This is an optimization exercise on Yosys and OpenROAD, whose aim is a short achievable clock period and few clock cycles, not a production implementation.
Function was checked by simulation only, so behaviour that the tests miss may differ from the original.
Power figures rest on the tool's default switching activity, not on a simulated workload.

==> build 22 <==
==> flow/design.v (excerpt) <==
module core_top (
    input  logic                  clk,
    input  logic                  i_arst_n,
    output logic [32-1:0] o_imem_raddr,
    input  logic [32-1:0] i_imem_rdata,
    output logic [32-1:0] o_dmem_addr,
    output logic [32-1:0] o_dmem_wdata,
    output logic                  o_dmem_we,
    output logic [3:0]            o_dmem_sel,
    input  logic [32-1:0] i_dmem_rdata
);
Settings: LEC_CHECK=0, ABC_CLOCK_PERIOD_IN_PS=3500, CAP_MARGIN=20, CORE_MARGIN=2, CORE_UTILIZATION=30, PLACE_DENSITY=0.45, SLEW_MARGIN=20; clock period 12.0 ns.
standard.sh (not shown) runs the stock make flow with config.mk's settings and CLKGATE_MAP_FILE= SYNTH_SCRIPT=/design/flow/synth_recipe.tcl, a recipe that flattens the netlist after the stock synthesis.
==> flow/flow/run.sh <==
#!/bin/bash
# The standard ORFS layout (standard.sh: unchanged synthesis, floorplan, power grid,
# placement, CTS and routing) with two changes to how it is optimised:
#  - the port buffers that global placement adds on every input and output are buf_4
#    cells instead of the delay cell the resizer otherwise picks;
#  - the timing repair steps are asked to leave setup margin, so that the resizer keeps
#    optimising paths well past the 12 ns constraint.
# make's output goes to standard_make.log; ORFS keeps each tool's log under orfs/logs.
set -euo pipefail
export BUFFER_PORTS_ARGS="-buffer_cell sky130_fd_sc_hd__buf_4"
export SETUP_SLACK_MARGIN=9
export TNS_END_PERCENT=100
bash standard.sh > standard_make.log 2>&1
==> inputs of build 26, as changes to build 22 <==
--- a/flow/design.v
+++ b/flow/design.v
@@ -3230,14 +3230,17 @@
     logic [127:0] m_mr;
     logic        m_alu;
     logic        m_lw;
     logic        m_lbx;
     logic        m_lb;
     logic        m_mul;
     logic [3:0]  m_lane;
+    logic        w_mul;
+    logic [31:0] w_ms;
+    logic [31:0] w_mc;
     logic        w_we;
     logic [4:0]  w_wa;
     logic [31:0] w_res;
     logic        x_we;
     logic [4:0]  x_wa;
     logic [31:0] x_res;
     logic [31:1][31:0] rf_q;
@@ -3267,37 +3270,37 @@
     mult_tree1 u_mul1 (
         .i_a (e_a),
         .i_b (e_b),
         .o_r (e_mr)
     );
     logic [7:0]  m_byte;
     logic        m_sign;
-    logic [31:0] m_prod;
     logic [31:0] m_late;
     logic [31:0] m_val;
     assign m_byte = ({8{m_lane[0]}} & i_dmem_rdata[7:0])
                   | ({8{m_lane[1]}} & i_dmem_rdata[15:8])
                   | ({8{m_lane[2]}} & i_dmem_rdata[23:16])
                   | ({8{m_lane[3]}} & i_dmem_rdata[31:24]);
     assign m_sign = m_lb & m_byte[7];
     logic [31:0] m_ms;
     logic [31:0] m_mc;
     mult_tree2 u_mul2 (
         .i_r (m_mr),
         .o_s (m_ms),
         .o_c (m_mc)
     );
-    assign m_prod = m_ms + m_mc;
     assign m_late[7:0]  = ({8{m_lw}}   & i_dmem_rdata[7:0])
-                        | ({8{m_lbx}}  & m_byte)
-                        | ({8{m_mul}}  & m_prod[7:0]);
+                        | ({8{m_lbx}}  & m_byte);
     assign m_late[31:8] = ({24{m_lw}}  & i_dmem_rdata[31:8])
-                        | {24{m_sign}}
-                        | ({24{m_mul}} & m_prod[31:8]);
+                        | {24{m_sign}};
     assign m_val  = ({32{m_alu}} & m_res) | m_late;
+    logic [31:0] w_prod;
+    logic [31:0] w_val;
+    assign w_prod = w_ms + w_mc;
+    assign w_val  = w_mul ? w_prod : w_res;
     logic [5:0]  opcode;
     logic [5:0]  funct;
     logic [4:0]  rs;
     logic [4:0]  rt;
     logic [4:0]  rd;
     logic [15:0] imm;
     logic [31:0] imm_s;
@@ -3342,82 +3345,100 @@
     logic [31:0] rs_late, rt_late;
     logic [4:0] f_rs, f_rt;
     logic       id_we;
     assign f_rs  = i_imem_rdata[25:21];
     assign f_rt  = i_imem_rdata[20:16];
     assign id_we = d_v && writes && (wa != 5'd0);
     always_ff @(posedge clk) begin
-        if (!stall) begin
-            e_hit_rs <= id_we && (wa == f_rs);
-            e_hit_rt <= id_we && (wa == f_rt);
-            m_hit_rs <= e_we && (e_wa == f_rs);
-            m_hit_rt <= e_we && (e_wa == f_rt);
-            w_hit_rs <= m_we && (m_wa == f_rs);
-            w_hit_rt <= m_we && (m_wa == f_rt);
-            x_hit_rs <= w_we && (w_wa == f_rs);
-            x_hit_rt <= w_we && (w_wa == f_rt);
-        end else begin
-            e_hit_rs <= 1'b0;
-            e_hit_rt <= 1'b0;
-            m_hit_rs <= e_we && (e_wa == rs);
-            m_hit_rt <= e_we && (e_wa == rt);
-            w_hit_rs <= m_we && (m_wa == rs);
-            w_hit_rt <= m_we && (m_wa == rt);
-            x_hit_rs <= w_we && (w_wa == rs);
-            x_hit_rt <= w_we && (w_wa == rt);
-        end
-    end
-    assign rs_early = (m_hit_rs && m_alu) ? m_res :
-                      w_hit_rs ? w_res : x_hit_rs ? x_res : d_rs_val;
-    assign rt_early = (m_hit_rt && m_alu) ? m_res :
-                      w_hit_rt ? w_res : x_hit_rt ? x_res : d_rt_val;
-    logic s_e_rs, s_m_rs, s_r_rs;
-    logic s_e_rt, s_m_rt, s_r_rt;
-    assign s_e_rs = e_hit_rs;
-    assign s_m_rs = !e_hit_rs && m_hit_rs && !m_alu;
-    assign s_r_rs = !s_e_rs && !s_m_rs;
-    assign s_e_rt = e_hit_rt;
-    assign s_m_rt = !e_hit_rt && m_hit_rt && !m_alu;
-    assign s_r_rt = !s_e_rt && !s_m_rt;
-    assign rs_late  = ({32{s_e_rs}} & e_alu) | ({32{s_m_rs}} & m_late) | ({32{s_r_rs}} & rs_early);
-    assign rt_late  = ({32{s_e_rt}} & e_alu) | ({32{s_m_rt}} & m_late) | ({32{s_r_rt}} & rt_early);
+        e_hit_rs <= n_e_rs;
+        e_hit_rt <= n_e_rt;
+        m_hit_rs <= n_m_rs;
+        m_hit_rt <= n_m_rt;
+        w_hit_rs <= n_w_rs;
+        w_hit_rt <= n_w_rt;
+        x_hit_rs <= n_x_rs;
+        x_hit_rt <= n_x_rt;
+    end
+    logic em_rs, ew_rs, ex_rs, ed_rs, le_rs, lm_rs, lw_rs, lr_rs;
+    logic em_rt, ew_rt, ex_rt, ed_rt, le_rt, lm_rt, lw_rt, lr_rt;
+    logic n_e_rs, n_m_rs, n_w_rs, n_x_rs;
+    logic n_e_rt, n_m_rt, n_w_rt, n_x_rt;
+    assign n_e_rs = !stall && id_we && (wa == f_rs);
+    assign n_e_rt = !stall && id_we && (wa == f_rt);
+    assign n_m_rs = e_we && (e_wa == (stall ? rs : f_rs));
+    assign n_m_rt = e_we && (e_wa == (stall ? rt : f_rt));
+    assign n_w_rs = m_we && (m_wa == (stall ? rs : f_rs));
+    assign n_w_rt = m_we && (m_wa == (stall ? rt : f_rt));
+    assign n_x_rs = w_we && (w_wa == (stall ? rs : f_rs));
+    assign n_x_rt = w_we && (w_wa == (stall ? rt : f_rt));
+    always_ff @(posedge clk) begin
+        em_rs <= n_m_rs && (e_kind == K_ALU);
+        ew_rs <= !n_m_rs && n_w_rs && !m_mul;
+        ex_rs <= !n_m_rs && !n_w_rs && n_x_rs;
+        ed_rs <= !n_m_rs && !n_w_rs && !n_x_rs;
+        le_rs <= n_e_rs;
+        lm_rs <= !n_e_rs && n_m_rs && (e_kind == K_LOAD);
+        lw_rs <= !n_e_rs && !n_m_rs && n_w_rs && m_mul;
+        lr_rs <= !n_e_rs && !(n_m_rs && (e_kind == K_LOAD)) && !(!n_m_rs && n_w_rs && m_mul);
+        em_rt <= n_m_rt && (e_kind == K_ALU);
+        ew_rt <= !n_m_rt && n_w_rt && !m_mul;
+        ex_rt <= !n_m_rt && !n_w_rt && n_x_rt;
+        ed_rt <= !n_m_rt && !n_w_rt && !n_x_rt;
+        le_rt <= n_e_rt;
+        lm_rt <= !n_e_rt && n_m_rt && (e_kind == K_LOAD);
+        lw_rt <= !n_e_rt && !n_m_rt && n_w_rt && m_mul;
+        lr_rt <= !n_e_rt && !(n_m_rt && (e_kind == K_LOAD)) && !(!n_m_rt && n_w_rt && m_mul);
+    end
+    assign rs_early = ({32{em_rs}} & m_res) | ({32{ew_rs}} & w_res)
+                    | ({32{ex_rs}} & x_res) | ({32{ed_rs}} & d_rs_val);
+    assign rt_early = ({32{em_rt}} & m_res) | ({32{ew_rt}} & w_res)
+                    | ({32{ex_rt}} & x_res) | ({32{ed_rt}} & d_rt_val);
+    assign rs_late  = ({32{le_rs}} & e_alu) | ({32{lm_rs}} & m_late)
+                    | ({32{lw_rs}} & w_prod) | ({32{lr_rs}} & rs_early);
+    assign rt_late  = ({32{le_rt}} & e_alu) | ({32{lm_rt}} & m_late)
+                    | ({32{lw_rt}} & w_prod) | ({32{lr_rt}} & rt_early);
     logic        b_imm;
     logic [31:0] b_immv;
     logic        b_inv;
     logic [31:0] b_late;
     logic [31:0] bx_late;
     assign b_imm   = is_addiu | is_ori | is_lui;
     assign b_immv  = is_addiu ? imm_s : is_ori ? {16'b0, imm} : {imm, 16'b0};
     assign b_inv   = f_subu | f_slt;
-    assign b_late  = ({32{s_e_rt && !b_imm}} & e_alu)
-                   | ({32{s_m_rt && !b_imm}} & m_late)
-                   | ({32{s_r_rt && !b_imm}} & rt_early)
+    assign b_late  = ({32{le_rt && !b_imm}} & e_alu)
+                   | ({32{lm_rt && !b_imm}} & m_late)
+                   | ({32{lw_rt && !b_imm}} & w_prod)
+                   | ({32{lr_rt && !b_imm}} & rt_early)
                    | ({32{b_imm}} & b_immv);
-    assign bx_late = ({32{s_e_rt && !b_imm}} & (e_alu ^ {32{b_inv}}))
-                   | ({32{s_m_rt && !b_imm}} & (m_late ^ {32{b_inv}}))
-                   | ({32{s_r_rt && !b_imm}} & (rt_early ^ {32{b_inv}}))
+    assign bx_late = ({32{le_rt && !b_imm}} & (e_alu ^ {32{b_inv}}))
+                   | ({32{lm_rt && !b_imm}} & (m_late ^ {32{b_inv}}))
+                   | ({32{lw_rt && !b_imm}} & (w_prod ^ {32{b_inv}}))
+                   | ({32{lr_rt && !b_imm}} & (rt_early ^ {32{b_inv}}))
                    | ({32{b_imm}} & b_immv);
     logic stall;
     assign stall = d_v && (
            (use_rs && e_hit_rs && ((is_ld || is_st) || e_kind != K_ALU))
-        || ((is_ld || is_st) && m_hit_rs && !m_alu)
-        || (use_rt && e_hit_rt && e_kind != K_ALU));
+        || (use_rt && e_hit_rt && e_kind != K_ALU)
+        || (use_rs && m_hit_rs && (m_mul || ((is_ld || is_st) && !m_alu)))
+        || (use_rt && m_hit_rt && m_mul)
+        || ((is_ld || is_st) && w_hit_rs && w_mul));
     logic issue;
     assign issue = d_v && !stall;
     logic [31:2] br_tgt;
     logic [31:2] br_fall;
     logic        br_same;
     logic        pred;
     assign br_tgt  = d_pc + 30'd1 + {{14{imm[15]}}, imm};
     assign br_fall = d_pc + 30'd2;
     assign br_same = (rs == rt);
     logic br_known;
     logic br_eq;
     assign br_known = !(e_hit_rs || e_hit_rt
-                        || (m_hit_rs && !m_alu) || (m_hit_rt && !m_alu));
+                        || (m_hit_rs && !m_alu) || (m_hit_rt && !m_alu)
+                        || (w_hit_rs && w_mul) || (w_hit_rt && w_mul));
     assign br_eq    = (rs_early == rt_early);
     assign pred    = br_same  ? (opcode == OP_BEQ) :
                      br_known ? (br_eq ^ (opcode == OP_BNE)) :
                                 ((opcode == OP_BNE) || imm[15]);
     logic [31:0] dm_addr;
     assign dm_addr = rs_early + imm_s;
     always_ff @(posedge clk or negedge i_arst_n) begin
@@ -3514,29 +3535,32 @@
         end else begin
             w_we <= m_we;
         end
     end
     always_ff @(posedge clk) begin
         w_wa  <= m_wa;
         w_res <= m_val;
+        w_mul <= m_mul;
+        w_ms  <= m_ms;
+        w_mc  <= m_mc;
     end
     always_ff @(posedge clk or negedge i_arst_n) begin
         if (!i_arst_n) begin
             x_we <= 1'b0;
         end else begin
             x_we <= w_we;
         end
     end
     always_ff @(posedge clk) begin
         x_wa  <= w_wa;
-        x_res <= w_res;
+        x_res <= w_val;
     end
     always_ff @(posedge clk) begin
         for (int i = 1; i < 32; i++) begin
-            if (w_we && (w_wa == 5'(i))) rf_q[i] <= w_res;
+            if (w_we && (w_wa == 5'(i))) rf_q[i] <= w_val;
         end
     end
     assign o_imem_raddr = {pc_q, 2'b00};
     assign o_dmem_addr  = dm_addr_q;
     assign o_dmem_wdata = dm_wdata_q;
     assign o_dmem_we    = dm_we_q;
     assign o_dmem_sel   = dm_sel_q;
==> results.py <==
metrics = {
    "pwr": {
        "pg_clk_mw": 5.97,
    },
    "cells_and_area": {
        "multi_input_area_share_pct": 41.1,
    },
    "synthesis": {
        "synth_xor_area_share_pct": 2.54,
    },
    "critical_path": {
        "endpoint": "o_imem_raddr[22]",
        "crit_path_max_incr_delay_ns": 0.60,
    },
    "run_status": {
        "status": "timing/DRC/antenna clean",
    },
    "global_route": {
        "grt_max_degree": 66,
    },
}
-- figures above: build 26

==> results.py <==
metrics = {
    "run_status": {
        "status": "timing/DRC/antenna clean",
    },
    "synthesis": {
        "synth_xor_area_share_pct": 3.15,
    },
    "pwr": {
        "pg_clk_mw": 6.03,
    },
    "critical_path": {
        "endpoint": "e_b[29]$_DFF_P_",
    },
    "cells_and_area": {
        "multi_input_area_share_pct": 42.2,
    },
}
-- figures above: build 22

Testbench counts of build 22, summed over its fixed seeds: cycles 35,875.
Testbench counts of build 26, summed over its fixed seeds: cycles 36,163.

[separate check: timing with driven ports]
The results above use ideal ports. As a check the final layouts listed here were re-extracted and re-timed, cells and wires unchanged.
Step 1 (the two cells are an assumption about what drives the block):
set clk [get_ports {clk}]
set_driving_cell -lib_cell sky130_fd_sc_hd__clkbuf_16 $clk
set_driving_cell -lib_cell sky130_fd_sc_hd__buf_2 [delete_from_list [all_inputs] $clk]
Step 2 moves the port delays by t, midway between the first and last clock arrival at a register: inputs arrive t later, outputs are due t later. That takes back most of the time a late clock gives input paths.
Slacks: no drivers / after step 1 / after step 2; pairs: no drivers / after step 1.
run | shift t [ns] | setup slack, ns | pins driven straight from the clock port
build 22 | 0.959 | 7.447 / 7.447 / 6.725 | 1
build 26 | 0.961 | 8.010 / 7.917 / 6.982 | 1
After both steps setup and hold are still met in every run listed. For build 26, which loses most, drivers alone change the setup slack by -0.093 ns; drivers and shift together by -1.028 ns.
